From an optimization exercise on the open Yosys and OpenROAD flow, aimed at small area; shortcuts taken in it are not production practice.
Function was not checked in any run shown here: the RTL went through the layout flow alone.

## flow/design.v (module list and top-level ports; edited modules follow where they fit)
// module sprite_compositor: 1936 lines
// module sprite_compositor_fa: 4 lines
// module sprite_compositor_ha: 4 lines
module sprite_compositor #(
  parameter int unsigned         NUM_OBJ  = 4,
  parameter int unsigned         COORD_W  = 10,
  parameter int unsigned         COLOR_W  = 24,
  parameter logic [COLOR_W-1:0]  BG_COLOR = '0
) (
  input  logic                         clk_i,
  input  logic                         reset_i,
  input  logic [COORD_W-1:0]           pixel_x_i,
  input  logic [COORD_W-1:0]           pixel_y_i,
  input  logic                         display_enable_i,
  input  logic                         frame_start_i,
  input  logic                         color_mode_i,
  input  logic [NUM_OBJ*COORD_W-1:0]   obj_x_i,
  input  logic [NUM_OBJ*COORD_W-1:0]   obj_y_i,
  input  logic [NUM_OBJ*COORD_W-1:0]   obj_w_i,
  input  logic [NUM_OBJ*COORD_W-1:0]   obj_h_i,
  input  logic [NUM_OBJ-1:0]           obj_circle_i,
  input  logic [NUM_OBJ*COLOR_W-1:0]   obj_color_i,
  input  logic [NUM_OBJ-1:0]           obj_en_i,
  output logic [COLOR_W-1:0]           rgb_o,
  output logic                         rgb_valid_o,
  output logic [NUM_OBJ-1:0]           hit_o,
  output logic [NUM_OBJ-1:0]           overlap_flags_o
);
  // ...
==> flow/flow/run.sh <==
#!/bin/bash
# The standard layout, with plain buf_1 cells as the port buffers
# (instead of the default choice, clkdlybuf4s50_1).
set -euo pipefail
export BUFFER_PORTS_ARGS="-buffer_cell sky130_fd_sc_hd__buf_1"
bash standard.sh > standard.log 2>&1
==> flow/standard.sh <==
#!/bin/bash
# synth_recipe.tcl (not shown) runs the flow's synth.tcl, then flattens the netlist and writes it again
# the make line also repeats each setting of config.mk as NAME=value (left out here)
make -C /OpenROAD-flow-scripts/flow DESIGN_CONFIG=/design/flow/config.mk WORK_HOME=/design/flow/orfs CLKGATE_MAP_FILE= SYNTH_SCRIPT=/design/flow/synth_recipe.tcl "${@:-finish}"
==> flow/config.mk <==
export PLATFORM = sky130hd
export DESIGN_NAME = sprite_compositor
export DESIGN_NICKNAME = sprite_compositor
export VERILOG_FILES = /design/flow/design.v
export SDC_FILE = /design/flow/constraint.sdc
export NUM_CORES = 4
export LEC_CHECK = 0
export CAP_MARGIN = 20
export CORE_MARGIN = 2
export CORE_UTILIZATION = 65
export GPL_TIMING_DRIVEN = 0
export PLACE_DENSITY = 0.75
export SETUP_SLACK_MARGIN = 0.1
export SLEW_MARGIN = 20
export SYNTH_HIERARCHICAL = 1
export SYNTH_MINIMUM_KEEP_SIZE = 0
==> flow/constraint.sdc <==
create_clock -name core_clock -period 9.0 [get_ports {clk_i}]
set_input_delay 1.8000 -clock core_clock [delete_from_list [all_inputs] [get_ports {clk_i}]]
set_output_delay 1.8000 -clock core_clock [all_outputs]
set_load 0.01 [all_outputs]
==> metrics.md, run 1 <==
| Metric | Value |
|---|---|
| Final instance area | 0.0387 mm^2 |
| Detailed Route Iter0 Violations | 1,443 |
| Final WS setup | -32.7 ps |
| CP Depth | 34 |
| Fraction of area in non-clock buffers | approximately 6.3% |
| Multi-input combinational area share | 58.3% |
| Clock Path Buffers | 3 |
| Layout Skew | 30.1 ps |
| Most frequent cells after synthesis | 572 x fa_1, 306 x inv_1, 290 x or2_2 |
| Run status | failed layout checks |
| Endpoints failing setup | 7 |
| Most frequent cells in the layout | 551 x fa_1, 311 x buf_1, 293 x inv_1 |
| Adder-cell area share of the yosys netlist | roughly 45% |
| Buffers on Ports | around 320 |
| Fail Reasons | setup timing |
| Hold Crit Class | reg2reg |
| Final Instance Count excl. Fillers | 3,828 |
| Netlist Area Pre-Place | roughly 0.033 mm^2 |
| Min cycle time layout | about 9000 ps |
| Critical Path End | rgb1_q[22] |
| Num rows | 82 |
| Synthesized area per cell | approximately 12 um^2 |
| Ratio of cells with drive above 1 in the final layout | 20.7% |
| Endpoint type of the worst setup path | flip-flop |
==> inputs of run 2 (changes only) <==
--- a/flow/config.mk
+++ b/flow/config.mk
@@ -10,7 +10,6 @@
 export CORE_UTILIZATION = 65
 export GPL_TIMING_DRIVEN = 0
 export PLACE_DENSITY = 0.75
-export SETUP_SLACK_MARGIN = 0.1
 export SLEW_MARGIN = 20
 export SYNTH_HIERARCHICAL = 1
 export SYNTH_MINIMUM_KEEP_SIZE = 0
==> metrics.md, run 2 <==
| Metric | Value |
|---|---|
| Run status | failed layout checks |
| Fail Reasons | setup timing |
| Global-route wire length before repair | between 100 and 150 mm |
| YS warnings | 7 |
| Largest regs | sh_color_q: 96 flops, sh_x_q: 44 flops, sh_y_q: 44 flops |
| Worst-path clk slew | 60 ps |
| TritonCTS clock tree | built |
| Synthesized area per cell | 12.4 um^2 (unchanged) |
| Crit path max fanout | 10 |
| Total clock sinks | about 370 |
| EDFF count, synth | 268 |
| Top Ports | 322 |
| Via/cell ratio | ~6 |
| Critical Path End | rgb1_q[14] |
| Least-Margin Pin Slew | roughly 1000 ps |
| Hold path depth | 0 |
| Critical Path RT | 9480 ps |
| Pre-CTS setup slack | -2160 ps |
| Buffers on Ports | 321 (unchanged) |
| Top-count cell post-synth | fa_1 |
| Routability cong. | just over 0.9 |
| Final WS setup | -77.8 ps (-45.1 ps) |
| Slowest library cell on the worst path | or4_4 |
| Largest net degree at the start of global routing | 39 |
| Slack of the worst reg-to-reg path | about 700 ps |
| Crit-path most repeated cell | fa_1 |
| Final hold vios | 0 |
| Crit path launch type | input pin |
| Register with the most flip-flops | sh_color_q |
| Synth area leader | fa_1 |
| Most used DFF post-synth | edfxtp_1 |
| Syn_nets | around 3,800 |
| ANT nets after route | 0 |
| Grt met3 use | under 10% |
| WS Path Type | in2reg |
| Netlist Area Pre-Place | 0.0330 mm^2 (unchanged) |
| Initial Util | roughly two thirds |
| Clock Path Buffers | 3 (unchanged) |
| Endpoints failing setup | 24 (+17) |
| DRC violation count after routing | 0 |
| Slew HR | a little under a third |
| CP Depth | 31 (-8.8%) |
| Cells after Synth | approximately 2,700 |
| RSZ-0062 raised after global routing | true |
| Seq/Total Area, Yosys | around 31% |
| Ratio of cells with drive above 1 in the final layout | 20.2% (-0.51 points) |
| Yosys cell types | roughly 80 |
| H-tree levels | 2 |
| Delay-heaviest family, CP | adder cells |
| Die area | about 0.053 mm^2 |
| Highest clock rate | about 0.11 GHz |
| FF-to-FF path depth | 24 |
| Post-DP HPWL | 66.9 mm |
| Bufs and invs on worst path | 5 |
| Endpoint type of the worst setup path | flip-flop |
| Fin nets | around 4,200 |
| Pre-antenna DRT Iters | 7 |
| Most frequent cells in the layout | 552 x fa_1, 311 x buf_1, 293 x inv_1 |
| MaxCap Viol Count | 0 |
| Later-pin clock latency in the skew report | about 580 ps |
| Hold Crit Class | reg2reg |
| FFs w/ async S/R, synth | 4.09% |
| Period utilization | 101% |
| Reg2reg start | sh_w_q[21] |
| Detailed Route Iter0 Violations | 1,420 (-1.6%) |
| Wire per inst | ~23 um |
| Die Wd | approximately 230 um |
| Yosys reg bits | about 370 |
| Layout Skew | 25.2 ps (-4.88 ps) |
| GRT busiest layer | met2 |
| Die H | 229 um |
| Total CTS buffers | 40 |
| Num rows | 82 (unchanged) |
| Area delta synth->final | 16.4% |
| Vias | 22,700 |
| Vias in the first global route | 25,100 |
| Root buffer cell | clkbuf_16 |
| Post-synth top area share | around a third |
| Global route overflow | 0 |
| Max reg flops | 96 |
| Area post-placement | roughly 0.035 mm^2 |
| Gr usage total | between 30% and 40% |
| Initial antenna violation count | 11 |
| Worst setup startpoint | pixel_y_i[0] |
| Core ar. | 0.0502 mm^2 |
| Fill cell count | about 3,200 |
| Data arrival time of the worst path | 9550 ps |
| Total wire length | 86.1 mm |
| Final instance area | 0.0384 mm^2 (-0.64%) |
| Worst R2R End | rgb1_q[14] |
| Met1 Use GR | around two fifths |
| Most frequent cells after synthesis | 572 x fa_1, 306 x inv_1, 290 x or2_2 |
| Slowest Stage Delay on Critical Path | ~660 ps |
| Max Slew Vio Count | 0 |
| Met2 Use GR | approximately 57% |
| Min cycle time layout | 9080 ps (+45.1 ps) |
| Synth area leaders | fa_1 35%, edfxtp_1 24%, ha_1 10% |
| Most common cell after layout, fill and taps aside | fa_1 |
-- run 2: cell counts after synthesis --
No cell type changed its count.
-- run 2: Yosys stat by module (local to each module, per instance) --
module / area [um^2] / flops+latches / cells
sprite_compositor: 21600 / 367 / 2069
sprite_compositor_fa: 20.0 / 0 / 1
sprite_compositor_ha: 12.5 / 0 / 1
-- run 2: worst min path at each step --
| stage | from | to | slack, ps |
|---|---|---|---|
| finish | rgb1_q[21] | rgb2_q[21] | 320 |
| global route | rgb2_q[6] | rgb_q[6] | 330 |
| CTS | rgb2_q[6] | rgb_q[6] | 320 |
| detailed placement | rgb1_q[11] | rgb2_q[11] | 310 |
| global placement | rgb1_q[4] | rgb2_q[4] | 310 |
| floorplan | hit1_q[0] | hit2_q[0] | 310 |
-- run 2: metrics by stage --
stage          TNS (ps)  utilization (%)  hold WS, ps  cells
2_1_floorplan         0                -          310   2657
3_3_place_gp   -1055780             69.9          310   3650
3_5_place_dp     -51050             70.3          312   3659
4_1_cts           -18.3             74.8          323   3766
5_1_grt           -5580             76.5          326   3803
6_report          -1030             76.6          322   3811
-- run 2: layout make-up --
class	instances	area (um^2)	area share (%)
well taps	672	841	2.19
flip-flops and latches	367	10100	26.3
repair inverters	2	13.8	0.0358
plain buffers	23	180	0.469
inverters	343	1310	3.42
multi-input cells	1923	22500	58.6
repair buffers	403	2080	5.41
clock buffers	47	1090	2.83
clock inverters	23	265	0.691
diodes	8	20.0	0.0521
-- run 2: cells by family after synthesis --
| family | count (synthesis) | share of synthesized area (%) |
|---|---|---|
| xor gates and xnor gates | 42 | 1.11 |
| and+or+nand+nor | 671 | 11.0 |
| muxes | 10 | 0.326 |
| buffers and inverters | 367 | 4.25 |
| AOI/OAI and AO/OA | 361 | 7.87 |
| adders and majority gates | 839 | 44.8 |
| DFF | 367 | 30.6 |
-- run 2: layer usage --
| layer | wire length (um) | up-vias |
|---|---|---|
| li1 | - | 9855 |
| met1 | 31600 | 11600 |
| met2 | 43100 | 967 |
| met3 | 6760 | 246 |
| met4 | 4450 | 16 |
| met5 | 103 | - |
-- run 2: timing repair --
| item | CTS | global route |
|---|---|---|
| gates cloned | 2 | 3 |
| gates resized for setup | 144 | 115 |
| endpoints found under the hold margin | 0 | 0 |
| setup endpoints to repair | 27 | 25 |
| setup buffers | 36 | 34 |
| pin swaps | 43 | 73 |
| hold buffers | 0 | 0 |

-- separate check: timing with driven ports --
No port has a modelled driver above. Below, the same layouts with a new extraction and two added sets of constraints.
Step 1, drivers: a clkbuf_16 drives clk_i and a buf_2 each remaining input, both assumed.
Step 2 moves the port delays by t, midway between the first and last clock arrival at a register: inputs arrive t later, outputs are due t later. That takes back most of the time a late clock gives input paths.
a / b / c = ideal ports / drivers / drivers and shift; a / b = the first two.
| run | t, ns | slack for setup (ns) | hold slack, ns | latest minus earliest clock arrival (ns) |
|---|---|---|---|---|
| run 1 | 0.649 | -0.033 / -0.011 / -0.660 | 0.322 / 0.322 / 0.322 | 0.034 / 0.035 |
| run 2 | 0.623 | -0.078 / -0.051 / -0.674 | 0.322 / 0.322 / 0.322 | 0.026 / 0.026 |
For run 1, which loses most, drivers alone change the setup slack by +0.022 ns; drivers and shift together by -0.627 ns.
